Source: an optimization exercise on an open RTL-to-GDS flow (aim: small area and few clock cycles per item). Production flows keep margins and buffers that such runs may drop. Only simulation tests tie the RTL to the original design; equivalence was not proved.

`flow/design.v`:
```
`default_nettype none
package ecc_pkg;
  localparam int unsigned YEAR_W  = 12;
  localparam int unsigned MONTH_W = 4;
  localparam int unsigned DAY_W   = 5;
  localparam int unsigned HOUR_W  = 5;
  localparam int unsigned MIN_W   = 6;
  localparam int unsigned SEC_W   = 6;
  localparam int unsigned DAYS_W  = 20;
  localparam int unsigned CIDX_W  = 3;
  localparam int unsigned CDAT_W  = 12;
  typedef logic [YEAR_W-1:0]  year_t;
  typedef logic [MONTH_W-1:0] month_t;
  typedef logic [DAY_W-1:0]   day_t;
  typedef logic [HOUR_W-1:0]  hour_t;
  typedef logic [MIN_W-1:0]   min_t;
  typedef logic [SEC_W-1:0]   sec_t;
  typedef logic [DAYS_W-1:0]  days_t;
  localparam year_t  RST_YEAR   = 12'd2022;
  localparam month_t RST_MONTH  = 4'd5;
  localparam day_t   RST_DAY    = 5'd17;
  localparam hour_t  RST_HOUR   = 5'd10;
  localparam min_t   RST_MINUTE = 6'd56;
  localparam logic [10:0] RST_PE = 11'd1388;
  localparam logic [143:0] CUM_DAYS_TBL =
    144'ha753a9d4e98445e6d45aa5cf05a1d87c0000;
  function automatic logic [8:0] cum_days(input logic [3:0] x);
    cum_days = CUM_DAYS_TBL[x * 9 +: 9];
  endfunction
  localparam logic [319:0] CENT_V_TBL =
    320'h3deef37bd6718bdab5a4e528c1ef7358c5a92941cc62906310400;
  function automatic logic [4:0] cent_v(input logic [5:0] x);
    cent_v = CENT_V_TBL[x * 5 +: 5];
  endfunction
  localparam logic [511:0] SEC_SPLIT_TBL =
    512'hb9babb404142434445464748494a4b4c4d4e4f505152535455565758595a5b5c5d5e5f606162636465666768696a6b6c6d6e6f707172737475767778797a7b00;
  function automatic logic [7:0] sec_split(input logic [5:0] x);
    sec_split = SEC_SPLIT_TBL[x * 8 +: 8];
  endfunction
endpackage
`default_nettype wire
`default_nettype none
module ecc_fa (
  input  logic a,
  input  logic b,
  input  logic c,
  output logic s,
  output logic co
);
  assign s  = a ^ b ^ c;
  assign co = (a & b) | (a & c) | (b & c);
endmodule
module ecc_ha (
  input  logic a,
  input  logic b,
  output logic s,
  output logic co
);
  assign s  = a ^ b;
  assign co = a & b;
endmodule
`default_nettype wire
`default_nettype none
module event_countdown_calc_core (
  input  logic                   clk,
  input  logic                   rst_n,
  input  logic                   start,
  output logic                   busy,
  input  ecc_pkg::year_t         in_now_year,
  input  ecc_pkg::month_t        in_now_month,
  input  ecc_pkg::day_t          in_now_day,
  input  ecc_pkg::hour_t         in_now_hour,
  input  ecc_pkg::min_t          in_now_minute,
  input  ecc_pkg::sec_t          in_now_second,
  output logic                   out_valid,
  output ecc_pkg::days_t         out_days_left,
  output ecc_pkg::hour_t         out_hours_left,
  output ecc_pkg::min_t          out_minutes_left,
  output ecc_pkg::sec_t          out_seconds_left,
  output logic                   out_event_passed,
  input  logic                   cfg_valid,
  output logic                   cfg_ready,
  input  logic [ecc_pkg::CIDX_W-1:0] cfg_index,
  input  logic [ecc_pkg::CDAT_W-1:0] cfg_data
);
  ecc_pkg::year_t  ev_year_n;
  ecc_pkg::month_t ev_month_n;
  ecc_pkg::day_t   ev_day_n;
  ecc_pkg::hour_t  ev_hour_n;
  ecc_pkg::min_t   ev_minute_n;
  logic [15:0]     dy;
  logic [11:0]     k;
  logic [4:0]      nv;
  ecc_pkg::month_t ev_month;
  logic            wr_r, wr2_r;
  logic [10:0]     pe_r;
  ecc_pkg::hour_t  t_hours;
  ecc_pkg::min_t   t_minutes;
  ecc_pkg::sec_t   t_seconds;
  logic [1:0]      t_carry2;
  logic            v_r;
  logic [15:0]     dy_r;
  logic [11:0]     k_r;
  logic [4:0]      nv_r;
  logic [1:0]      carry2_r;
  ecc_pkg::hour_t  hours_r;
  ecc_pkg::min_t   minutes_r;
  ecc_pkg::sec_t   seconds_r;
  logic ne;
  logic [8:0] cn;
  logic [5:0] nq;
  logic [7:0] s_split;
  logic [7:0] tm;
  logic [6:0] th;
  logic [1:0] bs, bm1;
  logic s1_;
  logic c2_;
  logic s3_;
  logic c4_;
  logic s5_;
  logic c6_;
  logic s7_;
  logic c8_;
  logic s9_;
  logic c10_;
  logic s11_;
  logic c12_;
  logic s13_;
  logic c14_;
  logic s15_;
  logic c16_;
  logic s17_;
  logic c18_;
  logic s19_;
  logic c20_;
  logic s21_;
  logic c22_;
  logic s23_;
  logic c24_;
  logic s25_;
  logic c26_;
  logic s27_;
  logic c28_;
  logic s29_;
  logic c30_;
  logic s31_;
  logic c32_;
  logic s33_;
  logic c34_;
  logic s35_;
  logic c36_;
  logic s37_;
  logic c38_;
  logic s39_;
  logic c40_;
  logic s41_;
  logic c42_;
  logic s43_;
  logic c44_;
  logic [11:0] ys;
  logic [3:0] ms;
  logic [4:0] ds;
  logic [10:0] pe_g;
  logic [4:0] nv_g;
  logic n45_;
  logic s46_;
  logic c47_;
  logic s48_;
  logic c49_;
  logic s50_;
  logic c51_;
  logic s52_;
  logic c53_;
  logic s54_;
  logic c55_;
  logic s56_;
  logic c57_;
  logic s58_;
  logic c59_;
  logic n60_;
  logic s61_;
  logic c62_;
  logic n63_;
  logic s64_;
  logic c65_;
  logic n66_;
  logic s67_;
  logic c68_;
  logic n69_;
  logic s70_;
  logic c71_;
  logic s72_;
  logic c73_;
  logic s74_;
  logic c75_;
  logic s76_;
  logic c77_;
  logic k78_;
  logic k79_;
  logic k80_;
  logic k81_;
  logic k82_;
  logic k83_;
  logic k84_;
  logic k85_;
  logic k86_;
  logic k87_;
  logic s88_;
  logic c89_;
  logic s90_;
  logic c91_;
  logic s92_;
  logic c93_;
  logic s94_;
  logic c95_;
  logic s96_;
  logic c97_;
  logic s98_;
  logic c99_;
  logic s100_;
  logic c101_;
  logic s102_;
  logic c103_;
  logic s104_;
  logic c105_;
  logic s106_;
  logic c107_;
  logic s108_;
  logic c109_;
  logic s110_;
  logic c111_;
  logic s112_;
  logic c113_;
  logic s114_;
  logic c115_;
  logic s116_;
  logic c117_;
  logic s118_;
  logic c119_;
  logic s120_;
  logic c121_;
  logic [12:0] dy1;
  logic s122_;
  logic c123_;
  logic s124_;
  logic c125_;
  logic s126_;
  logic c127_;
  logic s128_;
  logic c129_;
  logic s130_;
  logic c131_;
  logic s132_;
  logic c133_;
  logic s134_;
  logic c135_;
  logic s136_;
  logic c137_;
  logic s138_;
  logic c139_;
  logic s140_;
  logic c141_;
  logic s142_;
  logic c143_;
  logic s144_;
  logic c145_;
  logic s146_;
  logic c147_;
  logic s148_;
  logic c149_;
  logic s150_;
  logic c151_;
  logic s152_;
  logic c153_;
  logic s154_;
  logic c155_;
  logic s156_;
  logic c157_;
  logic s158_;
  logic c159_;
  logic s160_;
  logic c161_;
  logic s162_;
  logic c163_;
  logic s164_;
  logic c165_;
  logic s166_;
  logic c167_;
  logic s168_;
  logic c169_;
  logic s170_;
  logic c171_;
  logic s172_;
  logic c173_;
  logic s174_;
  logic c175_;
  logic s176_;
  logic c177_;
  logic s178_;
  logic c179_;
  logic s180_;
  logic c181_;
  logic s182_;
  logic c183_;
  logic s184_;
  logic c185_;
  logic s186_;
  logic c187_;
  logic s188_;
  logic c189_;
  logic s190_;
  logic c191_;
  logic s192_;
  logic c193_;
  logic s194_;
  logic c195_;
  logic s196_;
  logic c197_;
  logic s198_;
  logic c199_;
  logic s200_;
  logic c201_;
  logic s202_;
  logic c203_;
  logic s204_;
  logic c205_;
  logic s206_;
  logic c207_;
  logic s208_;
  logic c209_;
  logic s210_;
  logic c211_;
  logic s212_;
  logic c213_;
  logic s214_;
  logic c215_;
  logic s216_;
  logic c217_;
  logic [21:0] x;
  logic tz, pas, sat;
  logic s218_;
  logic c219_;
  logic s220_;
  logic c221_;
  logic s222_;
  logic c223_;
  logic s224_;
  logic c225_;
  logic s226_;
  logic c227_;
  logic s228_;
  logic c229_;
  logic s230_;
  logic c231_;
  logic s232_;
  logic c233_;
  logic s234_;
  logic c235_;
  logic s236_;
  logic c237_;
  logic s238_;
  logic c239_;
  logic s240_;
  logic c241_;
  logic s242_;
  logic c243_;
  logic s244_;
  logic c245_;
  logic s246_;
  logic c247_;
  logic s248_;
  logic c249_;
  logic s250_;
  logic c251_;
  logic s252_;
  logic c253_;
  logic s254_;
  logic c255_;
  logic s256_;
  logic c257_;
  logic s258_;
  logic c259_;
  logic s260_;
  logic c261_;
  logic s262_;
  logic c263_;
  logic s264_;
  logic c265_;
  logic s266_;
  logic c267_;
  logic s268_;
  logic c269_;
  logic s270_;
  logic c271_;
  logic s272_;
  logic c273_;
  logic s274_;
  logic c275_;
  logic s276_;
  logic c277_;
  logic s278_;
  logic c279_;
  logic s280_;
  logic c281_;
  logic s282_;
  logic c283_;
  logic s284_;
  logic c285_;
  logic s286_;
  logic c287_;
  logic s288_;
  logic c289_;
  logic s290_;
  logic c291_;
  logic s292_;
  logic c293_;
  logic s294_;
  logic c295_;
  logic s296_;
  logic c297_;
  logic s298_;
  logic c299_;
  logic s300_;
  logic c301_;
  logic s302_;
  logic c303_;
  logic n304_;
  logic s305_;
  logic c306_;
  logic s307_;
  logic c308_;
  logic s309_;
  logic c310_;
  logic s311_;
  logic c312_;
  logic s313_;
  logic c314_;
  logic s315_;
  logic c316_;
  logic n317_;
  logic s318_;
  logic c319_;
  logic s320_;
  logic c321_;
  logic s322_;
  logic c323_;
  logic p324_;
  logic g325_;
  logic p326_;
  logic g327_;
  logic s328_;
  logic c329_;
  logic p330_;
  logic g331_;
  logic o332_;
  logic k333_;
  logic o334_;
  logic k335_;
  logic o336_;
  logic k337_;
  logic o338_;
  logic bc339_;
  logic p340_;
  logic g341_;
  logic s342_;
  logic c343_;
  logic p344_;
  logic g345_;
  logic p346_;
  logic g347_;
  logic o348_;
  logic k349_;
  logic o350_;
  logic k351_;
  logic o352_;
  logic k353_;
  logic o354_;
  logic bc355_;
  assign busy      = wr_r || wr2_r;
  assign cfg_ready = 1'b1;
  always_ff @(posedge clk) begin
    if (!rst_n) begin
      ev_year_n   <= ~ecc_pkg::RST_YEAR;
      ev_month_n  <= ~ecc_pkg::RST_MONTH;
      ev_day_n    <= ~ecc_pkg::RST_DAY;
      ev_hour_n   <= ~ecc_pkg::RST_HOUR;
      ev_minute_n <= ~ecc_pkg::RST_MINUTE;
    end else if (cfg_valid) begin
      case (cfg_index)
        3'd0: ev_year_n   <= ~cfg_data;
        3'd1: ev_month_n  <= ~cfg_data[ecc_pkg::MONTH_W-1:0];
        3'd2: ev_day_n    <= ~cfg_data[ecc_pkg::DAY_W-1:0];
        3'd3: ev_hour_n   <= ~cfg_data[ecc_pkg::HOUR_W-1:0];
        3'd4: ev_minute_n <= ~cfg_data[ecc_pkg::MIN_W-1:0];
        default: ;
      endcase
    end
  end
  assign s_split = ecc_pkg::sec_split(in_now_second);
  assign bs = s_split[7:6];
  assign t_seconds = s_split[5:0];
  ecc_fa u_s1_ (.a(in_now_minute[0]), .b(ev_minute_n[0]), .c(bs[0]), .s(s1_), .co(c2_));
  ecc_fa u_s3_ (.a(in_now_minute[1]), .b(ev_minute_n[1]), .c(bs[1]), .s(s3_), .co(c4_));
  ecc_fa u_s5_ (.a(c4_), .b(in_now_minute[2]), .c(ev_minute_n[2]), .s(s5_), .co(c6_));
  ecc_fa u_s7_ (.a(c6_), .b(in_now_minute[3]), .c(ev_minute_n[3]), .s(s7_), .co(c8_));
  ecc_fa u_s9_ (.a(c8_), .b(in_now_minute[4]), .c(ev_minute_n[4]), .s(s9_), .co(c10_));
  ecc_fa u_s11_ (.a(c10_), .b(in_now_minute[5]), .c(ev_minute_n[5]), .s(s11_), .co(c12_));
  ecc_ha u_s13_ (.a(c2_), .b(s3_), .s(s13_), .co(c14_));
  ecc_ha u_s15_ (.a(s5_), .b(c14_), .s(s15_), .co(c16_));
  ecc_ha u_s17_ (.a(s7_), .b(c16_), .s(s17_), .co(c18_));
  ecc_ha u_s19_ (.a(s9_), .b(c18_), .s(s19_), .co(c20_));
  ecc_ha u_s21_ (.a(s11_), .b(c20_), .s(s21_), .co(c22_));
  ecc_ha u_s23_ (.a(c12_), .b(c22_), .s(s23_), .co(c24_));
  assign tm[0] = s1_;
  assign tm[1] = s13_;
  assign tm[2] = s15_;
  assign tm[3] = s17_;
  assign tm[4] = s19_;
  assign tm[5] = s21_;
  assign tm[6] = s23_;
  assign tm[7] = c24_;
  assign bm1 = (tm[7:2] == 6'd0) ? 2'd0 : (tm[7:6] == 2'd0) ? 2'd1 :
               (tm[7] || (tm[6] && (tm[5:2] == 4'hF))) ? 2'd3 : 2'd2;
  assign t_minutes = {4'(~tm[5:2] + {bm1[1], bm1[1], bm1[1], !bm1[0]}), ~tm[1:0]};
  ecc_fa u_s25_ (.a(in_now_hour[0]), .b(ev_hour_n[0]), .c(bm1[0]), .s(s25_), .co(c26_));
  ecc_fa u_s27_ (.a(in_now_hour[1]), .b(ev_hour_n[1]), .c(bm1[1]), .s(s27_), .co(c28_));
  ecc_fa u_s29_ (.a(c28_), .b(in_now_hour[2]), .c(ev_hour_n[2]), .s(s29_), .co(c30_));
  ecc_fa u_s31_ (.a(c30_), .b(in_now_hour[3]), .c(ev_hour_n[3]), .s(s31_), .co(c32_));
  ecc_fa u_s33_ (.a(c32_), .b(in_now_hour[4]), .c(ev_hour_n[4]), .s(s33_), .co(c34_));
  ecc_ha u_s35_ (.a(c26_), .b(s27_), .s(s35_), .co(c36_));
  ecc_ha u_s37_ (.a(s29_), .b(c36_), .s(s37_), .co(c38_));
  ecc_ha u_s39_ (.a(s31_), .b(c38_), .s(s39_), .co(c40_));
  ecc_ha u_s41_ (.a(s33_), .b(c40_), .s(s41_), .co(c42_));
  ecc_ha u_s43_ (.a(c34_), .b(c42_), .s(s43_), .co(c44_));
  assign th[0] = s25_;
  assign th[1] = s35_;
  assign th[2] = s37_;
  assign th[3] = s39_;
  assign th[4] = s41_;
  assign th[5] = s43_;
  assign th[6] = c44_;
  assign t_carry2 = (th <= 7'd8) ? 2'd0 : (th <= 7'd32) ? 2'd1 : (th <= 7'd56) ? 2'd2 : 2'd3;
  assign t_hours = 5'(~th[4:0] + {t_carry2[1], !t_carry2[0], 3'b001});
  assign ys = busy ? ~ev_year_n : in_now_year;
  assign ms = busy ? ~ev_month_n : in_now_month;
  assign ds = busy ? ~ev_day_n : in_now_day;
  assign pe_g = busy ? 11'd0 : pe_r;
  assign nv_g = wr2_r ? nv_r : 5'd0;
  assign ne = (ys[1:0] != 2'd0) || (ms > 4'd2);
  assign cn = ecc_pkg::cum_days(ms);
  assign n45_ = ~ne;
  ecc_fa u_s46_ (.a(ys[3]), .b(ys[6]), .c(n45_), .s(s46_), .co(c47_));
  ecc_fa u_s48_ (.a(ys[2]), .b(ys[4]), .c(ys[7]), .s(s48_), .co(c49_));
  ecc_fa u_s50_ (.a(ys[3]), .b(ys[5]), .c(ys[8]), .s(s50_), .co(c51_));
  ecc_fa u_s52_ (.a(ys[4]), .b(ys[6]), .c(ys[9]), .s(s52_), .co(c53_));
  ecc_fa u_s54_ (.a(ys[5]), .b(ys[7]), .c(ys[10]), .s(s54_), .co(c55_));
  ecc_fa u_s56_ (.a(ys[6]), .b(ys[8]), .c(ys[11]), .s(s56_), .co(c57_));
  ecc_fa u_s58_ (.a(ys[7]), .b(ys[9]), .c(ne), .s(s58_), .co(c59_));
  assign n60_ = ~ne;
  ecc_fa u_s61_ (.a(c49_), .b(s50_), .c(n60_), .s(s61_), .co(c62_));
  assign n63_ = ~ne;
  ecc_fa u_s64_ (.a(c51_), .b(s52_), .c(n63_), .s(s64_), .co(c65_));
  assign n66_ = ~ne;
  ecc_fa u_s67_ (.a(c53_), .b(s54_), .c(n66_), .s(s67_), .co(c68_));
  assign n69_ = ~ne;
  ecc_fa u_s70_ (.a(c55_), .b(s56_), .c(n69_), .s(s70_), .co(c71_));
  ecc_fa u_s72_ (.a(c59_), .b(ys[8]), .c(ys[10]), .s(s72_), .co(c73_));
  ecc_fa u_s74_ (.a(c71_), .b(c57_), .c(s58_), .s(s74_), .co(c75_));
  ecc_fa u_s76_ (.a(c73_), .b(ys[9]), .c(ys[11]), .s(s76_), .co(c77_));
  assign k78_ = (ys[2] & ~ne) | (ys[2] & 1'b0) | (~ne & 1'b0);
  assign k79_ = (ys[3] & ~ne) | (ys[3] & k78_) | (~ne & k78_);
  assign k80_ = (ys[4] & ~ne) | (ys[4] & k79_) | (~ne & k79_);
  assign k81_ = (ys[2] & ys[5]) | (ys[2] & k80_) | (ys[5] & k80_);
  assign k82_ = (s46_ & 1'b0) | (s46_ & k81_) | (1'b0 & k81_);
  assign k83_ = (c47_ & s48_) | (c47_ & k82_) | (s48_ & k82_);
  assign k84_ = (s61_ & 1'b0) | (s61_ & k83_) | (1'b0 & k83_);
  assign k85_ = (c62_ & s64_) | (c62_ & k84_) | (s64_ & k84_);
  assign k86_ = (c65_ & s67_) | (c65_ & k85_) | (s67_ & k85_);
  assign k87_ = (c68_ & s70_) | (c68_ & k86_) | (s70_ & k86_);
  ecc_ha u_s88_ (.a(s74_), .b(k87_), .s(s88_), .co(c89_));
  ecc_fa u_s90_ (.a(c75_), .b(s72_), .c(c89_), .s(s90_), .co(c91_));
  ecc_ha u_s92_ (.a(s76_), .b(c91_), .s(s92_), .co(c93_));
  ecc_fa u_s94_ (.a(c77_), .b(ys[10]), .c(c93_), .s(s94_), .co(c95_));
  ecc_ha u_s96_ (.a(ys[11]), .b(c95_), .s(s96_), .co(c97_));
  assign nq[0] = s88_;
  assign nq[1] = s90_;
  assign nq[2] = s92_;
  assign nq[3] = s94_;
  assign nq[4] = s96_;
  assign nq[5] = c97_;
  assign nv = ~ecc_pkg::cent_v(nq);
  ecc_ha u_s98_ (.a(in_now_year[0]), .b(ev_year_n[0]), .s(s98_), .co(c99_));
  ecc_fa u_s100_ (.a(in_now_year[1]), .b(ev_year_n[1]), .c(c99_), .s(s100_), .co(c101_));
  ecc_fa u_s102_ (.a(in_now_year[2]), .b(ev_year_n[2]), .c(c101_), .s(s102_), .co(c103_));
  ecc_fa u_s104_ (.a(in_now_year[3]), .b(ev_year_n[3]), .c(c103_), .s(s104_), .co(c105_));
  ecc_fa u_s106_ (.a(in_now_year[4]), .b(ev_year_n[4]), .c(c105_), .s(s106_), .co(c107_));
  ecc_fa u_s108_ (.a(in_now_year[5]), .b(ev_year_n[5]), .c(c107_), .s(s108_), .co(c109_));
  ecc_fa u_s110_ (.a(in_now_year[6]), .b(ev_year_n[6]), .c(c109_), .s(s110_), .co(c111_));
  ecc_fa u_s112_ (.a(in_now_year[7]), .b(ev_year_n[7]), .c(c111_), .s(s112_), .co(c113_));
  ecc_fa u_s114_ (.a(in_now_year[8]), .b(ev_year_n[8]), .c(c113_), .s(s114_), .co(c115_));
  ecc_fa u_s116_ (.a(in_now_year[9]), .b(ev_year_n[9]), .c(c115_), .s(s116_), .co(c117_));
  ecc_fa u_s118_ (.a(in_now_year[10]), .b(ev_year_n[10]), .c(c117_), .s(s118_), .co(c119_));
  ecc_fa u_s120_ (.a(in_now_year[11]), .b(ev_year_n[11]), .c(c119_), .s(s120_), .co(c121_));
  assign dy1[0] = s98_;
  assign dy1[1] = s100_;
  assign dy1[2] = s102_;
  assign dy1[3] = s104_;
  assign dy1[4] = s106_;
  assign dy1[5] = s108_;
  assign dy1[6] = s110_;
  assign dy1[7] = s112_;
  assign dy1[8] = s114_;
  assign dy1[9] = s116_;
  assign dy1[10] = s118_;
  assign dy1[11] = s120_;
  assign dy1[12] = c121_;
  ecc_ha u_s122_ (.a(dy1[1]), .b(dy1[0]), .s(s122_), .co(c123_));
  ecc_fa u_s124_ (.a(dy1[2]), .b(dy1[0]), .c(c123_), .s(s124_), .co(c125_));
  ecc_fa u_s126_ (.a(dy1[3]), .b(dy1[1]), .c(c125_), .s(s126_), .co(c127_));
  ecc_fa u_s128_ (.a(dy1[4]), .b(dy1[2]), .c(c127_), .s(s128_), .co(c129_));
  ecc_fa u_s130_ (.a(dy1[5]), .b(dy1[3]), .c(c129_), .s(s130_), .co(c131_));
  ecc_fa u_s132_ (.a(dy1[6]), .b(dy1[4]), .c(c131_), .s(s132_), .co(c133_));
  ecc_fa u_s134_ (.a(dy1[7]), .b(dy1[5]), .c(c133_), .s(s134_), .co(c135_));
  ecc_fa u_s136_ (.a(dy1[8]), .b(dy1[6]), .c(c135_), .s(s136_), .co(c137_));
  ecc_fa u_s138_ (.a(dy1[9]), .b(dy1[7]), .c(c137_), .s(s138_), .co(c139_));
  ecc_fa u_s140_ (.a(dy1[10]), .b(dy1[8]), .c(c139_), .s(s140_), .co(c141_));
  ecc_fa u_s142_ (.a(dy1[11]), .b(dy1[9]), .c(c141_), .s(s142_), .co(c143_));
  ecc_fa u_s144_ (.a(dy1[12]), .b(dy1[10]), .c(c143_), .s(s144_), .co(c145_));
  assign s146_ = dy1[11] ^ c145_;
  assign c147_ = dy1[11] | c145_;
  ecc_ha u_s148_ (.a(dy1[12]), .b(c147_), .s(s148_), .co(c149_));
  assign dy[0] = ~dy1[0];
  assign dy[1] = s122_;
  assign dy[2] = s124_;
  assign dy[3] = s126_;
  assign dy[4] = s128_;
  assign dy[5] = s130_;
  assign dy[6] = s132_;
  assign dy[7] = s134_;
  assign dy[8] = s136_;
  assign dy[9] = s138_;
  assign dy[10] = s140_;
  assign dy[11] = s142_;
  assign dy[12] = s144_;
  assign dy[13] = ~s146_;
  assign dy[14] = s148_;
  assign dy[15] = c149_;
  ecc_fa u_s150_ (.a(ys[2]), .b(cn[0]), .c(ds[0]), .s(s150_), .co(c151_));
  ecc_fa u_s152_ (.a(pe_g[0]), .b(nv_g[0]), .c(ne), .s(s152_), .co(c153_));
  ecc_fa u_s154_ (.a(ys[3]), .b(cn[1]), .c(ds[1]), .s(s154_), .co(c155_));
  ecc_fa u_s156_ (.a(ys[4]), .b(cn[2]), .c(ds[2]), .s(s156_), .co(c157_));
  ecc_fa u_s158_ (.a(ys[5]), .b(cn[3]), .c(ds[3]), .s(s158_), .co(c159_));
  ecc_fa u_s160_ (.a(ys[6]), .b(cn[4]), .c(ds[4]), .s(s160_), .co(c161_));
  ecc_fa u_s162_ (.a(ys[7]), .b(cn[5]), .c(pe_g[5]), .s(s162_), .co(c163_));
  ecc_fa u_s164_ (.a(ys[8]), .b(cn[6]), .c(pe_g[6]), .s(s164_), .co(c165_));
  ecc_fa u_s166_ (.a(ys[9]), .b(cn[7]), .c(pe_g[7]), .s(s166_), .co(c167_));
  ecc_fa u_s168_ (.a(ys[10]), .b(cn[8]), .c(pe_g[8]), .s(s168_), .co(c169_));
  ecc_fa u_s170_ (.a(c151_), .b(c153_), .c(s154_), .s(s170_), .co(c171_));
  ecc_fa u_s172_ (.a(c155_), .b(s156_), .c(pe_g[2]), .s(s172_), .co(c173_));
  ecc_fa u_s174_ (.a(c157_), .b(s158_), .c(pe_g[3]), .s(s174_), .co(c175_));
  ecc_fa u_s176_ (.a(c159_), .b(s160_), .c(pe_g[4]), .s(s176_), .co(c177_));
  ecc_fa u_s178_ (.a(c169_), .b(ys[11]), .c(pe_g[9]), .s(s178_), .co(c179_));
  ecc_fa u_s180_ (.a(s170_), .b(pe_g[1]), .c(nv_g[1]), .s(s180_), .co(c181_));
  ecc_fa u_s182_ (.a(c171_), .b(s172_), .c(nv_g[2]), .s(s182_), .co(c183_));
  ecc_fa u_s184_ (.a(c173_), .b(s174_), .c(nv_g[3]), .s(s184_), .co(c185_));
  ecc_fa u_s186_ (.a(c175_), .b(s176_), .c(nv_g[4]), .s(s186_), .co(c187_));
  ecc_fa u_s188_ (.a(c177_), .b(c161_), .c(s162_), .s(s188_), .co(c189_));
  ecc_fa u_s190_ (.a(c189_), .b(c163_), .c(s164_), .s(s190_), .co(c191_));
  ecc_fa u_s192_ (.a(c191_), .b(c165_), .c(s166_), .s(s192_), .co(c193_));
  ecc_fa u_s194_ (.a(c193_), .b(c167_), .c(s168_), .s(s194_), .co(c195_));
  ecc_ha u_s196_ (.a(s150_), .b(s152_), .s(s196_), .co(c197_));
  ecc_ha u_s198_ (.a(s180_), .b(c197_), .s(s198_), .co(c199_));
  ecc_fa u_s200_ (.a(c181_), .b(s182_), .c(c199_), .s(s200_), .co(c201_));
  ecc_fa u_s202_ (.a(c183_), .b(s184_), .c(c201_), .s(s202_), .co(c203_));
  ecc_fa u_s204_ (.a(c185_), .b(s186_), .c(c203_), .s(s204_), .co(c205_));
  ecc_fa u_s206_ (.a(c187_), .b(s188_), .c(c205_), .s(s206_), .co(c207_));
  ecc_ha u_s208_ (.a(s190_), .b(c207_), .s(s208_), .co(c209_));
  ecc_ha u_s210_ (.a(s192_), .b(c209_), .s(s210_), .co(c211_));
  ecc_ha u_s212_ (.a(s194_), .b(c211_), .s(s212_), .co(c213_));
  ecc_fa u_s214_ (.a(c195_), .b(s178_), .c(c213_), .s(s214_), .co(c215_));
  ecc_fa u_s216_ (.a(c179_), .b(pe_g[10]), .c(c215_), .s(s216_), .co(c217_));
  assign k[0] = s196_;
  assign k[1] = s198_;
  assign k[2] = s200_;
  assign k[3] = s202_;
  assign k[4] = s204_;
  assign k[5] = s206_;
  assign k[6] = s208_;
  assign k[7] = s210_;
  assign k[8] = s212_;
  assign k[9] = s214_;
  assign k[10] = s216_;
  assign k[11] = c217_;
  ecc_fa u_s218_ (.a(dy_r[0]), .b(k_r[0]), .c(nv_r[0]), .s(s218_), .co(c219_));
  ecc_fa u_s220_ (.a(dy_r[1]), .b(k_r[1]), .c(nv_r[1]), .s(s220_), .co(c221_));
  ecc_fa u_s222_ (.a(dy_r[2]), .b(k_r[2]), .c(nv_r[2]), .s(s222_), .co(c223_));
  ecc_fa u_s224_ (.a(dy_r[0]), .b(dy_r[3]), .c(k_r[3]), .s(s224_), .co(c225_));
  ecc_fa u_s226_ (.a(dy_r[1]), .b(dy_r[4]), .c(k_r[4]), .s(s226_), .co(c227_));
  ecc_fa u_s228_ (.a(dy_r[2]), .b(dy_r[5]), .c(k_r[5]), .s(s228_), .co(c229_));
  ecc_fa u_s230_ (.a(dy_r[0]), .b(dy_r[3]), .c(dy_r[6]), .s(s230_), .co(c231_));
  ecc_fa u_s232_ (.a(dy_r[1]), .b(dy_r[4]), .c(dy_r[7]), .s(s232_), .co(c233_));
  ecc_fa u_s234_ (.a(dy_r[2]), .b(dy_r[5]), .c(dy_r[8]), .s(s234_), .co(c235_));
  ecc_fa u_s236_ (.a(dy_r[3]), .b(dy_r[6]), .c(dy_r[9]), .s(s236_), .co(c237_));
  ecc_fa u_s238_ (.a(dy_r[4]), .b(dy_r[7]), .c(dy_r[10]), .s(s238_), .co(c239_));
  ecc_fa u_s240_ (.a(dy_r[5]), .b(dy_r[8]), .c(dy_r[11]), .s(s240_), .co(c241_));
  ecc_fa u_s242_ (.a(dy_r[6]), .b(dy_r[9]), .c(dy_r[12]), .s(s242_), .co(c243_));
  ecc_fa u_s244_ (.a(dy_r[7]), .b(dy_r[10]), .c(dy_r[13]), .s(s244_), .co(c245_));
  ecc_fa u_s246_ (.a(dy_r[8]), .b(dy_r[11]), .c(dy_r[14]), .s(s246_), .co(c247_));
  ecc_fa u_s248_ (.a(dy_r[9]), .b(dy_r[12]), .c(dy_r[15]), .s(s248_), .co(c249_));
  assign s250_ = s218_ ^ carry2_r[0];
  assign c251_ = s218_ | carry2_r[0];
  ecc_fa u_s252_ (.a(c219_), .b(s220_), .c(carry2_r[1]), .s(s252_), .co(c253_));
  ecc_fa u_s254_ (.a(c223_), .b(s224_), .c(nv_r[3]), .s(s254_), .co(c255_));
  ecc_fa u_s256_ (.a(c225_), .b(s226_), .c(nv_r[4]), .s(s256_), .co(c257_));
  assign s258_ = c227_ ^ s228_;
  assign c259_ = c227_ | s228_;
  ecc_fa u_s260_ (.a(c229_), .b(s230_), .c(k_r[6]), .s(s260_), .co(c261_));
  ecc_fa u_s262_ (.a(c231_), .b(s232_), .c(k_r[7]), .s(s262_), .co(c263_));
  ecc_fa u_s264_ (.a(c233_), .b(s234_), .c(k_r[8]), .s(s264_), .co(c265_));
  ecc_fa u_s266_ (.a(c235_), .b(s236_), .c(k_r[9]), .s(s266_), .co(c267_));
  ecc_fa u_s268_ (.a(c237_), .b(s238_), .c(k_r[10]), .s(s268_), .co(c269_));
  ecc_fa u_s270_ (.a(c239_), .b(s240_), .c(k_r[11]), .s(s270_), .co(c271_));
  ecc_fa u_s272_ (.a(c249_), .b(dy_r[10]), .c(dy_r[13]), .s(s272_), .co(c273_));
  assign s274_ = c251_ ^ s252_;
  assign c275_ = c251_ | s252_;
  ecc_fa u_s276_ (.a(c253_), .b(c221_), .c(s222_), .s(s276_), .co(c277_));
  assign s278_ = c263_ ^ s264_;
  assign c279_ = c263_ | s264_;
  assign s280_ = c269_ ^ s270_;
  assign c281_ = c269_ | s270_;
  ecc_fa u_s282_ (.a(c271_), .b(c241_), .c(s242_), .s(s282_), .co(c283_));
  ecc_fa u_s284_ (.a(c273_), .b(dy_r[11]), .c(dy_r[14]), .s(s284_), .co(c285_));
  ecc_fa u_s286_ (.a(c279_), .b(c265_), .c(s266_), .s(s286_), .co(c287_));
  ecc_fa u_s288_ (.a(c283_), .b(c243_), .c(s244_), .s(s288_), .co(c289_));
  ecc_fa u_s290_ (.a(c285_), .b(dy_r[12]), .c(dy_r[15]), .s(s290_), .co(c291_));
  ecc_fa u_s292_ (.a(c287_), .b(c267_), .c(s268_), .s(s292_), .co(c293_));
  ecc_fa u_s294_ (.a(c289_), .b(c245_), .c(s246_), .s(s294_), .co(c295_));
  ecc_fa u_s296_ (.a(c295_), .b(c247_), .c(s248_), .s(s296_), .co(c297_));
  ecc_ha u_s298_ (.a(c275_), .b(s276_), .s(s298_), .co(c299_));
  ecc_fa u_s300_ (.a(c277_), .b(s254_), .c(c299_), .s(s300_), .co(c301_));
  ecc_fa u_s302_ (.a(c255_), .b(s256_), .c(c301_), .s(s302_), .co(c303_));
  assign n304_ = ~s258_;
  ecc_fa u_s305_ (.a(c257_), .b(n304_), .c(c303_), .s(s305_), .co(c306_));
  ecc_fa u_s307_ (.a(c259_), .b(s260_), .c(c306_), .s(s307_), .co(c308_));
  ecc_fa u_s309_ (.a(c261_), .b(s262_), .c(c308_), .s(s309_), .co(c310_));
  assign s311_ = s278_ ^ c310_;
  assign c312_ = ~s278_ & c310_;
  ecc_ha u_s313_ (.a(s286_), .b(c312_), .s(s313_), .co(c314_));
  ecc_ha u_s315_ (.a(s292_), .b(c314_), .s(s315_), .co(c316_));
  assign n317_ = ~s280_;
  ecc_fa u_s318_ (.a(c293_), .b(n317_), .c(c316_), .s(s318_), .co(c319_));
  ecc_fa u_s320_ (.a(c281_), .b(s282_), .c(c319_), .s(s320_), .co(c321_));
  ecc_ha u_s322_ (.a(s288_), .b(c321_), .s(s322_), .co(c323_));
  assign p324_ = s294_ ^ 1'b0;
  assign g325_ = s294_ & 1'b0;
  assign p326_ = s296_ ^ 1'b0;
  assign g327_ = s296_ & 1'b0;
  ecc_ha u_s328_ (.a(c297_), .b(s272_), .s(s328_), .co(c329_));
  assign p330_ = s284_ ^ 1'b0;
  assign g331_ = s284_ & 1'b0;
  assign o332_ = p324_ ^ c323_;
  assign k333_ = g325_ | (p324_ & c323_);
  assign o334_ = p326_ ^ k333_;
  assign k335_ = g327_ | (p326_ & k333_);
  assign o336_ = s328_ ^ k335_;
  assign k337_ = c329_ | (s328_ & k335_);
  assign o338_ = p330_ ^ k337_;
  assign bc339_ = (g331_ | (p330_ & (c329_ | (s328_ & (g327_ | (p326_ & (g325_ | (p324_ & 1'b0)))))))) | (((((1'b1 & p324_) & p326_) & s328_) & p330_) & c323_);
  assign p340_ = s290_ ^ 1'b0;
  assign g341_ = s290_ & 1'b0;
  ecc_ha u_s342_ (.a(c291_), .b(dy_r[13]), .s(s342_), .co(c343_));
  assign p344_ = dy_r[14] ^ 1'b0;
  assign g345_ = dy_r[14] & 1'b0;
  assign p346_ = dy_r[15] ^ 1'b1;
  assign g347_ = dy_r[15] & 1'b1;
  assign o348_ = p340_ ^ bc339_;
  assign k349_ = g341_ | (p340_ & bc339_);
  assign o350_ = s342_ ^ k349_;
  assign k351_ = c343_ | (s342_ & k349_);
  assign o352_ = p344_ ^ k351_;
  assign k353_ = g345_ | (p344_ & k351_);
  assign o354_ = p346_ ^ k353_;
  assign bc355_ = (g347_ | (p346_ & (g345_ | (p344_ & (c343_ | (s342_ & (g341_ | (p340_ & 1'b0)))))))) | (((((1'b1 & p340_) & s342_) & p344_) & p346_) & bc339_);
  assign x[0] = ~s250_;
  assign x[1] = ~s274_;
  assign x[2] = s298_;
  assign x[3] = s300_;
  assign x[4] = s302_;
  assign x[5] = s305_;
  assign x[6] = s307_;
  assign x[7] = s309_;
  assign x[8] = ~s311_;
  assign x[9] = s313_;
  assign x[10] = s315_;
  assign x[11] = s318_;
  assign x[12] = s320_;
  assign x[13] = s322_;
  assign x[14] = o332_;
  assign x[15] = o334_;
  assign x[16] = o336_;
  assign x[17] = o338_;
  assign x[18] = o348_;
  assign x[19] = o350_;
  assign x[20] = o352_;
  assign x[21] = o354_;
  assign tz  = (hours_r == 5'd0) && (minutes_r == 6'd0) && (seconds_r == 6'd0);
  assign pas = !x[21] || (tz && (x == 22'h3FFFFF));
  assign sat = x[21] && !x[20];
  assign out_days_left    = pas ? 20'd0 : sat ? 20'hFFFFF : ~x[19:0];
  assign out_hours_left   = pas ? 5'd0  : sat ? 5'd23     : hours_r;
  assign out_minutes_left = pas ? 6'd0  : sat ? 6'd59     : minutes_r;
  assign out_seconds_left = pas ? 6'd0  : sat ? 6'd59     : seconds_r;
  assign out_event_passed = pas;
  always_ff @(posedge clk) begin
    if (!rst_n) begin
      v_r   <= 1'b0;
      wr_r  <= 1'b0;
      wr2_r <= 1'b0;
    end else begin
      v_r   <= start && !busy;
      wr_r  <= cfg_valid;
      wr2_r <= wr_r;
    end
  end
  always_ff @(posedge clk) begin
    if (!rst_n) begin
      pe_r <= ecc_pkg::RST_PE;
    end else if (wr2_r) begin
      pe_r <= ~k[10:0];
    end
  end
  always_ff @(posedge clk) begin
    dy_r      <= dy;
    k_r       <= k;
    nv_r      <= nv;
    carry2_r  <= t_carry2;
    hours_r   <= t_hours;
    minutes_r <= t_minutes;
    seconds_r <= t_seconds;
  end
  assign out_valid = v_r;
endmodule
`default_nettype wire
```
`flow/flow/run.sh`:
```
#!/bin/bash
# The standard layout with two changes:
#  1. after the standard synthesis, the combinational logic between the
#     standard synthesis's registers and full adder cells is re-mapped by ABC
#     with an area script (reopt.ys, reopt.abc); registers, full adder cells,
#     ports and their names are kept as they are. If the re-mapped netlist
#     looks wrong (too few logic cells) the standard netlist is used as is;
#  2. the port buffers are plain sky130_fd_sc_hd__buf_1 cells
#     (buffer_ports -buffer_cell) instead of the delay cells buffer_ports
#     picks by default. Every port still gets a buffer.
set -euo pipefail
HERE=$(pwd)
PORTS="BUFFER_PORTS_ARGS=-buffer_cell sky130_fd_sc_hd__buf_1"
RES=$HERE/orfs/results/$FLOW_PLATFORM/event_countdown_calc_core/base
YOSYS=$FLOW_HOME/../tools/install/yosys/bin/yosys
bash standard.sh "$PORTS" "$RES/1_2_yosys.v" > standard_synth.log 2>&1
cp "$RES/1_2_yosys.v" "$HERE/standard_1_2_yosys.v"
sed -e "s#@LIB@#$FLOW_HOME/platforms/sky130hd/lib/sky130_fd_sc_hd__tt_025C_1v80.lib#g" \
    -e "s#@IN@#$HERE/standard_1_2_yosys.v#g" -e "s#@OUT@#$HERE/reopt_1_2_yosys.v#g" \
    -e "s#@ABC@#$HERE/flow/reopt.abc#g" -e "s#@TOP@#$FLOW_TOP#g" flow/reopt.ys > reopt_run.ys
# count the logic cells other than registers and full adders
logic_cells() { grep -E '^ *sky130_fd_sc_hd__' "$1" | grep -vcE 'sky130_fd_sc_hd__(dfxtp|fa)_' || true; }
if "$YOSYS" -l reopt_yosys.log -q reopt_run.ys > reopt_stdout.log 2>&1; then
  std=$(logic_cells "$HERE/standard_1_2_yosys.v")
  new=$(logic_cells "$HERE/reopt_1_2_yosys.v")
  echo "logic cells: standard $std, re-mapped $new" > reopt_check.log
  if (( new * 2 >= std )); then
    cp "$HERE/reopt_1_2_yosys.v" "$RES/1_2_yosys.v"
  else
    echo "re-mapped netlist refused, standard netlist kept" >> reopt_check.log
  fi
else
  echo "re-mapping failed, standard netlist kept" > reopt_check.log
fi
touch "$RES/1_2_yosys.v" "$RES/1_2_yosys.sdc"
bash standard.sh "$PORTS" finish > standard_flow.log 2>&1
```
`flow/flow/reopt.abc`:
```
strash
dch
amap
mfs2
strash
dch
amap
mfs2
strash
dch
amap
topo
```
`flow/flow/reopt.ys`:
```
# Re-map the combinational logic of the standard synthesis with ABC.
# Registers, full adder cells and tie cells stay as they are (black boxes);
# half adder cells are re-mapped with the rest.
read_liberty -ignore_miss_func @LIB@
setattr -mod -set blackbox 1 sky130_fd_sc_hd__dfxtp_1 sky130_fd_sc_hd__fa_1 sky130_fd_sc_hd__conb_1
read_verilog @IN@
hierarchy -top @TOP@
flatten
opt_clean -purge
abc -liberty @LIB@ -script @ABC@ -dont_use sky130_fd_sc_hd__lpflow_bleeder_1 -dont_use sky130_fd_sc_hd__lpflow_clkbufkapwr_1 -dont_use sky130_fd_sc_hd__lpflow_clkbufkapwr_16 -dont_use sky130_fd_sc_hd__lpflow_clkbufkapwr_2 -dont_use sky130_fd_sc_hd__lpflow_clkbufkapwr_4 -dont_use sky130_fd_sc_hd__lpflow_clkbufkapwr_8 -dont_use sky130_fd_sc_hd__lpflow_clkinvkapwr_1 -dont_use sky130_fd_sc_hd__lpflow_clkinvkapwr_16 -dont_use sky130_fd_sc_hd__lpflow_clkinvkapwr_2 -dont_use sky130_fd_sc_hd__lpflow_clkinvkapwr_4 -dont_use sky130_fd_sc_hd__lpflow_clkinvkapwr_8 -dont_use sky130_fd_sc_hd__lpflow_decapkapwr_12 -dont_use sky130_fd_sc_hd__lpflow_decapkapwr_3 -dont_use sky130_fd_sc_hd__lpflow_decapkapwr_4 -dont_use sky130_fd_sc_hd__lpflow_decapkapwr_6 -dont_use sky130_fd_sc_hd__lpflow_decapkapwr_8 -dont_use sky130_fd_sc_hd__lpflow_inputiso0n_1 -dont_use sky130_fd_sc_hd__lpflow_inputiso0p_1 -dont_use sky130_fd_sc_hd__lpflow_inputiso1n_1 -dont_use sky130_fd_sc_hd__lpflow_inputiso1p_1 -dont_use sky130_fd_sc_hd__lpflow_inputisolatch_1 -dont_use sky130_fd_sc_hd__lpflow_isobufsrc_1 -dont_use sky130_fd_sc_hd__lpflow_isobufsrc_16 -dont_use sky130_fd_sc_hd__lpflow_isobufsrc_2 -dont_use sky130_fd_sc_hd__lpflow_isobufsrc_4 -dont_use sky130_fd_sc_hd__lpflow_isobufsrc_8 -dont_use sky130_fd_sc_hd__lpflow_isobufsrckapwr_16 -dont_use sky130_fd_sc_hd__lpflow_lsbuf_lh_hl_isowell_tap_1 -dont_use sky130_fd_sc_hd__lpflow_lsbuf_lh_hl_isowell_tap_2 -dont_use sky130_fd_sc_hd__lpflow_lsbuf_lh_hl_isowell_tap_4 -dont_use sky130_fd_sc_hd__lpflow_lsbuf_lh_isowell_4 -dont_use sky130_fd_sc_hd__lpflow_lsbuf_lh_isowell_tap_1 -dont_use sky130_fd_sc_hd__lpflow_lsbuf_lh_isowell_tap_2 -dont_use sky130_fd_sc_hd__lpflow_lsbuf_lh_isowell_tap_4 -dont_use sky130_fd_sc_hd__probe_p_8 -dont_use sky130_fd_sc_hd__probec_p_8 
# define the mapped cells (as black boxes) so later passes know their pin directions
read_liberty -lib -ignore_redef @LIB@
opt_clean -purge
hilomap -singleton -hicell sky130_fd_sc_hd__conb_1 HI -locell sky130_fd_sc_hd__conb_1 LO
splitnets
opt_clean -purge
check -assert
stat -liberty @LIB@
write_verilog -noattr -noexpr -nohex -nodec @OUT@
```
`flow/standard.sh`:
```
#!/bin/bash
# synth_recipe.tcl (not shown) runs the flow's synth.tcl, then flattens the netlist and writes it again
# the make line also repeats each setting of config.mk as NAME=value (left out here)
make -C /OpenROAD-flow-scripts/flow DESIGN_CONFIG=/design/flow/config.mk WORK_HOME=/design/flow/orfs CLKGATE_MAP_FILE= SYNTH_SCRIPT=/design/flow/synth_recipe.tcl "${@:-finish}"
```
`flow/config.mk`:
```
export PLATFORM = sky130hd
export DESIGN_NAME = event_countdown_calc_core
export DESIGN_NICKNAME = event_countdown_calc_core
export VERILOG_FILES = /design/flow/design.v
export SDC_FILE = /design/flow/constraint.sdc
export NUM_CORES = 4
export LEC_CHECK = 0
export ABC_AREA = 1
export CAP_MARGIN = 20
export CORE_MARGIN = 2
export CORE_UTILIZATION = 65
export CTS_BUF_LIST = sky130_fd_sc_hd__clkbuf_8
export SLEW_MARGIN = 20
export SYNTH_HIERARCHICAL = 1
export SYNTH_MINIMUM_KEEP_SIZE = 0
```
`flow/constraint.sdc`:
```
create_clock -name core_clock -period 12.0 [get_ports {clk}]
set_input_delay 2.4000 -clock core_clock [delete_from_list [all_inputs] [get_ports {clk}]]
set_output_delay 2.4000 -clock core_clock [all_outputs]
set_load 0.01 [all_outputs]
```
==> summary.txt, run 1 <==
GRT:
- Across every metal layer, demand over resource in global routing totals 0.289.
- The number of global-route vias before repair is 5222.
- Entering global routing, the biggest net connects 37 pins.
- Summed over all layers, the global routing overflow is 0.
- The initial antenna violation count is 0.
- The first-pass GRT wire length is approximately 25000 um.

Die:
- The core area is 0.00986 mm2.
- In this run the vertical extent of the chip is between 100 and 150 um.
- The initial utilization of the core area, before any placement, comes to 0.677.
- The count of boundary I/O pins is between 90 and 100.
- The die is ~110 um wide.
- The die covers ~0.011 mm2.
- In this run the core area contains 36 standard-cell rows.

Routing:
- For this block, the via count after detailed routing is 5405.
- The DRC violation count after routing is 0.
- Using the TritonRoute via totals, the vias-per-cell ratio works out to ~5.7.
- The detailed-routing iteration count for the pre-antenna-repair pass is 5.
- In this run the remaining antenna-violating nets after routing total 0.
- After detailed routing, the average wire length per cell comes to about 16 um.
- The first routing iteration left 312 violations.
- The total wire length after detailed routing is ~15000 um.

Worst setup path:
- In this run the register-to-register setup slack is roughly 4600 ps.
- The slowest stage cell on the critical path is sky130_fd_sc_hd__a21oi_1.
- The arrival time of the worst setup path is a little over 8000 ps.
- Measured in cells, the most critical reg-to-reg path has a length of 23.
- At the worst endpoint, the required time is 9600 ps.
- The critical path in this run is classified as reg -> out.
- The cell seen most often among critical-path stages is sky130_fd_sc_hd__fa_1.
- The category of the worst setup path launch point is a flop.
- In this run the worst path has a maximum fanout of 36.
- The largest incremental delay on the critical path is about 780 ps.
- The launching point of the worst reg2reg path is wr2_r.
- The endpoint of the most critical register-to-register path is pe_r[10].
- The capturing element type of the critical path is an output port.

Clock tree:
- The H-tree generated during clock tree synthesis spans 3 levels.
- The quantity of hold-fixing buffers added after cts is 0.
- The clock-pin slew reported for the worst setup and hold paths after clock tree synthesis is 90 ps.
- No sink is reached through more buffers than the 2 on the longest clock path.
- The clock latency on the worst-skew pair is around 380 ps.
- TritonCTS built the clock tree.
- TritonCTS created 9 clock buffers.
- The buffer count from post-CTS setup fixing is 0.
- The clock drives 98 sinks.
- The clock root buffer master is sky130_fd_sc_hd__clkbuf_8.
- In this run, post-CTS repair resized a total of 0 instances.

Placement:
- After legalization and detailed placement, the total HPWL measured around 13000 um.
- The standard cell area after detailed placement is between 0.007 and 0.008 mm2.
- The congestion estimate from routability-driven global placement came to approximately 0.87.
- The count of buffers added on input and output ports is 96.

STA:
- The max-slew headroom at the worst pin is 0.273.
- Clock skew on the completed layout was measured at 11.9 ps.
- The max-slew violation total from the final report is 0.
- The number of endpoints with negative hold slack in the final report is 0.
- The part of the cycle the worst path needs is 0.891.
- Setup repair after global routing left no endpoint under its margin.
- Setup violations remaining at the end of the flow were counted as 0.
- The actual slew at the worst max-slew pin is 1080 ps.
- For the final routed database, the setup TNS stands at 0 ps.
- On the final layout, the worst hold slack is 466 ps.
- Derived from the worst setup path, the maximum achievable clock frequency is 93.5 MHz.
- The final critical delay including setup and external delays is roughly 11000 ps.

Synth:
- A synthesized cell averages 9.56 um2.
- The number of cells produced by synthesis is between 600 and 700.
- After synthesis the cells add up to 0.00667 mm2.
- The post-synthesis net count is 876.
- The Yosys step of the flow raised 7 warnings.

Flow run:
- The reported max-cap violation count is 0.

Final layout:
- The fraction of layout cells with a size suffix above 1 is 0.0258.
- The final standard cell utilization of the core is 0.752.
- The number of antenna cells inserted is 0.
- The relative area change from synthesis to final layout is 11.1%.
- The final standard cell area without fillers is between 0.007 and 0.008 mm2.
- The number of nets in the layout is 987.

Worst hold path:
- The worst hold path was traced through 2 stages.
- The destination of the worst hold path is pe_r[0].
- The startpoint identified for the worst hold timing path is pe_r[0].
- In this run the worst hold path is classified as reg -> reg.

Outcome:
- The run finished with no timing, DRC or antenna violations.
==> worst max path at each step <==
stage,startpoint,endpoint,depth (start not counted)
after floorplan,dy_r[1],out_hours_left[3],31
after global placement,dy_r[1],out_seconds_left[2],33
after detailed placement,dy_r[1],out_seconds_left[2],33
after CTS,dy_r[1],out_seconds_left[2],33
after global routing,dy_r[1],out_hours_left[3],33
final,dy_r[1],out_seconds_left[2],33
==> critical path: cells and delay by family (launching register included) <==
family	cells	cell delay [ps]
buf+inv	7	880
compound gates	3	1050
fa+ha+maj	10	4110
flops	1	450
simple gates	13	1430
==> flip-flops by register name (all words and copies together) (netlist names) <==
| register | count |
|---|---|
| pe_r | 11 |
| carry2_r | 2 |
| k_r | 12 |
| dy_r | 16 |
| ev_day_n | 5 |
| ev_hour_n | 5 |
| ev_minute_n | 6 |
| ev_year_n | 12 |
| nv_r | 5 |
| v_r | 1 |
| wr_r | 1 |
| hours_r | 5 |
| wr2_r | 1 |
| ev_month_n | 4 |
| seconds_r | 6 |
| minutes_r | 6 |
==> routing by layer <==
layer	wire length (um)	up-vias	share of wire	track usage
met3	1460	18	0.096	0.0649
met5	0	-	0	0
met4	237	0	0.016	0.0667
met1	6350	2574	0.42	0.403
li1	-	2559	-	-
met2	7140	254	0.47	0.467
==> metrics by stage <==
step	worst slack, ps	std cells
2_1_floorplan	1170	698
3_3_place_gp	2180	931
3_5_place_dp	1790	931
4_1_cts	1370	946
5_1_grt	689	946
6_report	1310	946
==> cell type report <==
class	count	area, um2
clock buffer	10	138
inverter	83	312
tap	133	166
timing repair buffer	100	390
sequential	98	1960
fill	706	2450
clock inverter	5	40.0
multi-input combinational	517	4410
==> cells in the final DEF, fill, tap and decap left out, drive strengths merged, types with 3 or more instances in the layout <==
cell    instances
buf           100
nand2          51
a21oi          51
clkinv         85
or3             3
o22ai          12
nor2          136
fa            121
o21a            7
or4             3
a211oi         13
a221oi          9
nor3           10
a21o            5
o221ai         12
dfxtp          98
clkbuf         10
o21ai          53
and3            4
nor2b           8
Testbench counts, summed over its fixed seeds: cycles 16,232, items 16,000.
==> inputs of run 2 (changes only) <==
--- a/flow/design.v
+++ b/flow/design.v
@@ -93,3 +93,2 @@
   logic [4:0]      nv;
-  ecc_pkg::month_t ev_month;
   logic            wr_r, wr2_r;
==> run 2 against run 1 <==
Still clean on timing, DRC and antenna. Count of clock-buffer cells in the layout did not move. Utilization is the same. Synthesized cell count is the same. Routed wire length unchanged. Cell area unchanged. Die area is the same. Register-to-register slack hardly changed.
==> summary.txt, run 2 <==
STA:
- The actual slew at the worst max-slew pin came to 1080 ps (unchanged).
- The achievable frequency is 93.5 MHz (unchanged).
- The setup clock skew after layout came to 11.9 ps (unchanged).
- The final-layout setup total negative slack came to 0 ps (unchanged).
- The part of the cycle the worst path needs is 0.891 (unchanged).
- The final critical delay including setup and external delays is 10690 ps (unchanged).
- The max-slew headroom at the worst pin is 0.273 (unchanged).
- The number of endpoints with negative hold slack in the final report is 0 (unchanged).
- The number of setup violations in the final report is 0 (unchanged).
- Unrepaired setup endpoints after global routing: no (unchanged).
- The max-slew violation total from the final report came to 0 (unchanged).

Routing:
- The detailed-route via count is 5405 (unchanged).
- The number of DRC markers in iteration 0 is 312 (unchanged).
- The DRC violation count after routing was 0 (unchanged).
- The total wire length after detailed routing is 15200 um (unchanged).
- The detailed-routing iteration count for the pre-antenna-repair pass is 5 (unchanged).
- The post-detailed-route via-to-cell ratio is 5.71 (unchanged).
- The post-detailed-route count of antenna-violating nets came to 0 (unchanged).
- The routed length per instance is 16.1 um (unchanged).

Worst hold path:
- The path type of the worst min-delay path is reg -> reg (unchanged).

GRT:
- The initial antenna violation count was 0 (unchanged).
- The global router's overall resource usage was 0.289 (unchanged).
- The first-pass GRT wire length is 24900 um (unchanged).
- The number of global-route vias before repair is 5222 (unchanged).
- The total congestion overflow is 0 (unchanged).
- The pin count of the biggest net entering global routing was 37 (unchanged).

Placement:
- The routability congestion estimate from global placement is 0.866 (unchanged).
- The detailed placement HPWL is 12800 um (unchanged).
- The port buffer count is 96 (unchanged).

Die:
- The core area is 0.00986 mm2 (unchanged).
- The number of placement rows is 36 (unchanged).
- The effective utilization at floorplan was 0.677 (unchanged).
- The die span in y is 105 um (unchanged).
- The count of boundary I/O pins came to 98 (unchanged).
- The die area is 0.0111 mm2 (unchanged).
- The die width was 105 um (unchanged).

Worst setup path:
- The largest incremental delay on the critical path is 780 ps (about the same).
- The capturing element type of the critical path is an output port (unchanged).
- The category of the worst setup path launch point is a flop (unchanged).
- The biggest fanout along the worst timing path is 36 (unchanged).
- The cell seen most often among critical-path stages is sky130_fd_sc_hd__fa_1 (unchanged).
- The category of the critical setup timing path is reg -> out (unchanged).
- The arrival time of the worst setup path was 8290 ps (about the same).
- The critical path data required time is 9600 ps (about the same).
- The slowest stage cell on the critical path is sky130_fd_sc_hd__a21oi_1 (unchanged).

Final layout:
- The number of nets in the layout is 987 (unchanged).
- The number of antenna cells inserted was 0 (unchanged).
- The most flop-heavy register is dy_r (unchanged).
- The most common cell after layout, fill and taps aside is sky130_fd_sc_hd__nor2_1 (unchanged).
- Highest-count cells in the layout ignoring fill and taps: 134 x sky130_fd_sc_hd__nor2_1, 121 x sky130_fd_sc_hd__fa_1, 98 x sky130_fd_sc_hd__dfxtp_1 (unchanged).
- The fraction of layout cells with a size suffix above 1 is 0.0258 (unchanged).
- The flip-flop count of the largest register, all copies and words added is 16 (unchanged).
- Largest registers ranked by flip-flop count: dy_r: 16 flops, ev_year_n: 12 flops, k_r: 12 flops (unchanged).
- The relative area change from synthesis to final layout came to 11.1% (unchanged).

Clock tree:
- The number of levels in the clock H-tree came to 3 (unchanged).
- The clock net sink count is 98 (unchanged).
- The clock buffer count from CTS is 9 (unchanged).
- The clock root buffer master is sky130_fd_sc_hd__clkbuf_8 (unchanged).
- The buffer count from post-CTS setup fixing is 0 (unchanged).
- The quantity of gates resized following cts is 0 (unchanged).
- The clock-pin slew reported for the worst setup and hold paths after clock tree synthesis came to 90 ps (about the same).
- The clock latency on the worst-skew pair is 380 ps (about the same).
- The deepest clock path buffer count is 2 (unchanged).
- The quantity of hold-fixing buffers added after cts was 0 (unchanged).
- The clock tree from TritonCTS was built (unchanged).

Synth:
- The warning count from the yosys run is 7 (unchanged).
- The total standard cell area after synthesis is 0.00667 mm2 (unchanged).
- The average footprint of a synthesized cell is 9.56 um2 (unchanged).
- The post-synthesis net count is 876 (unchanged).
- The number of cells produced by synthesis was 698 (unchanged).

Outcome:
- Result of the run: complete, no violations (unchanged).

Flow run:
- The reported max-cap violation count is 0 (unchanged).
run 2: final timing paths:
| check | start | depth (start not counted) | slack (ps) | end |
|---|---|---|---|---|
| max | dy_r[1] | 33 | 1310 | out_seconds_left[2] |
| min | pe_r[0] | 2 | 470 | pe_r[0] |
| max reg2reg | wr2_r | 23 | 4570 | pe_r[10] |
| min reg2reg | pe_r[0] | 2 | 470 | pe_r[0] |
run 2: cell type report:
class / count / area (um2)
multi-input cells: 517 / 4410
fillers: 706 / 2450
flip-flops and latches: 98 / 1960
repair buffers: 100 / 390
inverters: 83 / 312
well taps: 133 / 166
clock buffers: 10 / 138
clock inverters: 5 / 40.0
run 2: per-layer routing:
layer / GRT usage / wire length [um]
met3: 0.0649 / 1460
met5: 0 / 0
met4: 0.0667 / 237
met2: 0.467 / 7140
met1: 0.403 / 6350
run 2: worst max-delay path, delay by kind of cell (launching register included):
family,cells,cell delay (ps)
adders and majority gates,10,4110
AOI/OAI and AO/OA,3,1050
and+or+nand+nor,13,1430
DFF,1,450
buffers and inverters,7,880
run 2: stage by stage:
step	util	instance area, um2	hold slack, ps	cells	setup slack, ps
after floorplan	-	6670	433	698	1170
after global placement	0.734	7240	445	931	2180
after detailed placement	0.734	7240	453	931	1790
after CTS	0.752	7410	469	946	1370
after global routing	0.752	7410	494	946	689
final	0.752	7410	466	946	1310
Testbench counts of run 2, summed over its fixed seeds: cycles 16,232, items 16,000.
==> inputs of run 3 (changes only) <==
--- a/flow/config.mk
+++ b/flow/config.mk
@@ -10,3 +10,3 @@
 export CORE_MARGIN = 2
-export CORE_UTILIZATION = 65
+export CORE_UTILIZATION = 70
 export CTS_BUF_LIST = sky130_fd_sc_hd__clkbuf_8
==> run 3 against run 2 <==
Register-to-register slack lost 410 ps. Critical path depth is the same. Flip-flop and latch count is the same. Setup slack lost 180 ps. Hold slack gained 3.9 ps. Via count grew 0.20%. Largest cell class unchanged. Synthesized cell count is the same. Sequential share of layout area shrank 0.071 points.
==> summary.txt, run 3 <==
Outcome:
- Result of the run: complete, no violations (unchanged).

Final layout:
- The number of antenna cells inserted was 0 (unchanged).
- The flip-flop count of the largest register, all copies and words added is 16 (unchanged).
- Highest-count cells in the layout ignoring fill and taps: 133 x sky130_fd_sc_hd__nor2_1, 121 x sky130_fd_sc_hd__fa_1, 98 x sky130_fd_sc_hd__dfxtp_1 (was 134 x sky130_fd_sc_hd__nor2_1, 121 x sky130_fd_sc_hd__fa_1, 98 x sky130_fd_sc_hd__dfxtp_1).
- Largest registers ranked by flip-flop count: dy_r: 16 flops, ev_year_n: 12 flops, k_r: 12 flops (unchanged).
- The final-layout fill cell count is 613 (was 706).
- The final cell count without fillers is 942 (was 946).
- The relative area change from synthesis to final layout is 11.4% (was 11.1%).
- The most flop-heavy register is dy_r (unchanged).
- The fraction of layout cells with a size suffix above 1 is 0.0271 (was 0.0258).
- The most common cell after layout, fill and taps aside is sky130_fd_sc_hd__nor2_1 (unchanged).
- The number of nets in the layout is 986 (was 987).

Worst setup path:
- The capturing element type of the critical path is an output port (unchanged).
- The arrival time of the worst setup path is 8470 ps (was 8290 ps).
- The cell seen most often among critical-path stages is sky130_fd_sc_hd__fa_1 (unchanged).
- The category of the worst setup path launch point is a flop (unchanged).
- The critical path data required time is 9600 ps (about the same).
- The category of the critical setup timing path is reg -> out (unchanged).
- The slowest stage cell on the critical path is sky130_fd_sc_hd__a21oi_1 (unchanged).
- The minimum setup slack among reg-to-reg paths is 4160 ps (was 4570 ps).
- The launching point of the worst reg2reg path is wr2_r (unchanged).
- The logic depth of the worst register-to-register path came to 24 (was 23).
- The endpoint of the most critical register-to-register path is pe_r[10] (unchanged).
- The biggest fanout along the worst timing path is 26 (was 36).
- The largest incremental delay on the critical path came to 740 ps (was 780 ps).

Flow run:
- The reported max-cap violation count was 0 (unchanged).

Placement:
- The routability congestion estimate from global placement is 0.910 (was 0.866).
- The total placed cells including tap cells came to 926 (was 931).
- The detailed placement HPWL came to 12700 um (was 12800 um).
- The port buffer count is 96 (unchanged).

Synth:
- The number of cells produced by synthesis is 698 (unchanged).
- The average footprint of a synthesized cell is 9.56 um2 (unchanged).
- The warning count from the yosys run came to 7 (unchanged).
- The post-synthesis net count is 876 (unchanged).
- The total standard cell area after synthesis is 0.00667 mm2 (unchanged).

STA:
- The achievable frequency is 92.0 MHz (was 93.5 MHz).
- The number of endpoints with negative hold slack in the final report is 0 (unchanged).
- The number of setup violations in the final report is 0 (unchanged).
- The max-slew violation total from the final report is 0 (unchanged).
- The max-slew headroom at the worst pin came to 0.286 (was 0.273).
- The final critical delay including setup and external delays came to 10870 ps (was 10690 ps).
- The final-layout setup total negative slack is 0 ps (unchanged).
- The setup clock skew after layout was 16.4 ps (was 11.9 ps).
- The actual slew at the worst max-slew pin is 1060 ps (was 1080 ps).
- The part of the cycle the worst path needs is 0.906 (was 0.891).
- Unrepaired setup endpoints after global routing: no (unchanged).

GRT:
- The number of global-route vias before repair was 5311 (was 5222).
- The initial antenna violation count is 0 (unchanged).
- The total congestion overflow is 0 (unchanged).
- The pin count of the biggest net entering global routing was 37 (unchanged).
- The global router's overall resource usage came to 0.316 (was 0.289).
- The first-pass GRT wire length was 24900 um (about the same).

Die:
- The effective utilization at floorplan is 0.722 (was 0.677).
- The core area came to 0.00924 mm2 (was 0.00986 mm2).
- The die width is 102 um (was 105 um).
- The die span in y was 102 um (was 105 um).
- The number of placement rows is 35 (was 36).
- The count of boundary I/O pins is 98 (unchanged).
- The die area is 0.0103 mm2 (was 0.0111 mm2).

Routing:
- The routed length per instance is 16.4 um (was 16.1 um).
- The total wire length after detailed routing is 15400 um (was 15200 um).
- The post-detailed-route via-to-cell ratio is 5.75 (was 5.71).
- The DRC violation count after routing came to 0 (unchanged).
- The number of DRC markers in iteration 0 is 290 (was 312).
- The post-detailed-route count of antenna-violating nets is 0 (unchanged).
- The detailed-routing iteration count for the pre-antenna-repair pass is 5 (unchanged).
- The detailed-route via count came to 5416 (was 5405).

Clock tree:
- The quantity of gates resized following cts is 0 (unchanged).
- The clock latency on the worst-skew pair is 370 ps (was 380 ps).
- The clock tree from TritonCTS is built (unchanged).
- The clock net sink count is 98 (unchanged).
- The quantity of hold-fixing buffers added after cts was 0 (unchanged).
- The clock root buffer master is sky130_fd_sc_hd__clkbuf_8 (unchanged).
- The clock-pin slew reported for the worst setup and hold paths after clock tree synthesis is 100 ps (was 90 ps).
- The clock buffer count from CTS was 9 (unchanged).
- The deepest clock path buffer count is 2 (unchanged).
- The buffer count from post-CTS setup fixing was 0 (unchanged).
- The number of levels in the clock H-tree was 3 (unchanged).

Worst hold path:
- The launch point of the worst hold path is ev_month_n[2] (was pe_r[0]).
- The number of instances on the worst hold path is 2 (unchanged).
- The destination of the worst hold path is ev_month_n[2] (was pe_r[0]).
- The path type of the worst min-delay path is reg -> reg (unchanged).
-- run 3: layout make-up --
cell class,count,area (um2),area share
clock inverters,7,83.8,0.0113
repair buffers,99,383,0.0515
clock buffers,9,124,0.0167
multi-input cells,517,4410,0.593
well taps,129,161,0.0217
flip-flops and latches,98,1960,0.264
inverters,83,312,0.0419
-- run 3: worst max-delay path by stage --
| stage | slack [ps] | depth (start not counted) | start | endpoint |
|---|---|---|---|---|
| 4_1_cts | 1180 | 33 | dy_r[1] | out_days_left[7] |
| 2_1_floorplan | 1170 | 31 | dy_r[1] | out_hours_left[3] |
| 5_1_grt | 520 | 33 | dy_r[1] | out_days_left[7] |
| 6_report | 1130 | 33 | dy_r[1] | out_days_left[7] |
| 3_5_place_dp | 1590 | 33 | dy_r[1] | out_days_left[7] |
| 3_3_place_gp | 1900 | 33 | dy_r[1] | out_days_left[16] |
-- run 3: metrics by stage --
stage                util  cell area [um2]  setup slack, ps  hold WS (ps)
finish              0.804             7430             1130           470
CTS                 0.804             7430             1180           471
global route        0.804             7430              522           497
floorplan               -             6670             1170           433
global placement    0.782             7220             1900           446
detailed placement  0.782             7220             1590           451
-- run 3: per-layer routing --
metal,part of all wire,global-route usage
met5,0,0
met4,0.019,0.0894
met3,0.083,0.0704
met2,0.47,0.511
met1,0.43,0.438
-- run 3: critical path, delay by kind of cell (launching register included) --
family | cells | cell delay, ps
simple gates | 12 | 1440
fa+ha+maj | 10 | 4070
flops | 1 | 450
buf+inv | 7 | 1060
compound gates | 4 | 1080

==> port drivers added, routing unchanged <==
No port has a modelled driver above. Below, the same layouts with a new extraction and two added sets of constraints.
Step 1: set_driving_cell puts a clkbuf_16 on clk and a buf_2 on each other input, an assumption about the parent block.
Step 2 times the ports against the registers' clock, not the clock port: input delays grow and output delays shrink by t, the midpoint of the rising clock arrivals with the driver on.
Slacks: ideal / step 1 / step 2; pairs: ideal / step 1.
| run | t, ns | setup WS [ns] | worst setup path at the end | slew at the worst register clock pin (ns) |
|---|---|---|---|---|
| run 1 | 0.403 | 1.307 / 1.273 / 1.677 | register to output | 0.10 / 0.10 |
| run 2 | 0.403 | 1.307 / 1.273 / 1.677 | register to output | 0.10 / 0.10 |
| run 3 | 0.400 | 1.131 / 1.095 / 1.496 | register to output | 0.11 / 0.11 |
After both steps setup and hold are still met in every run listed.
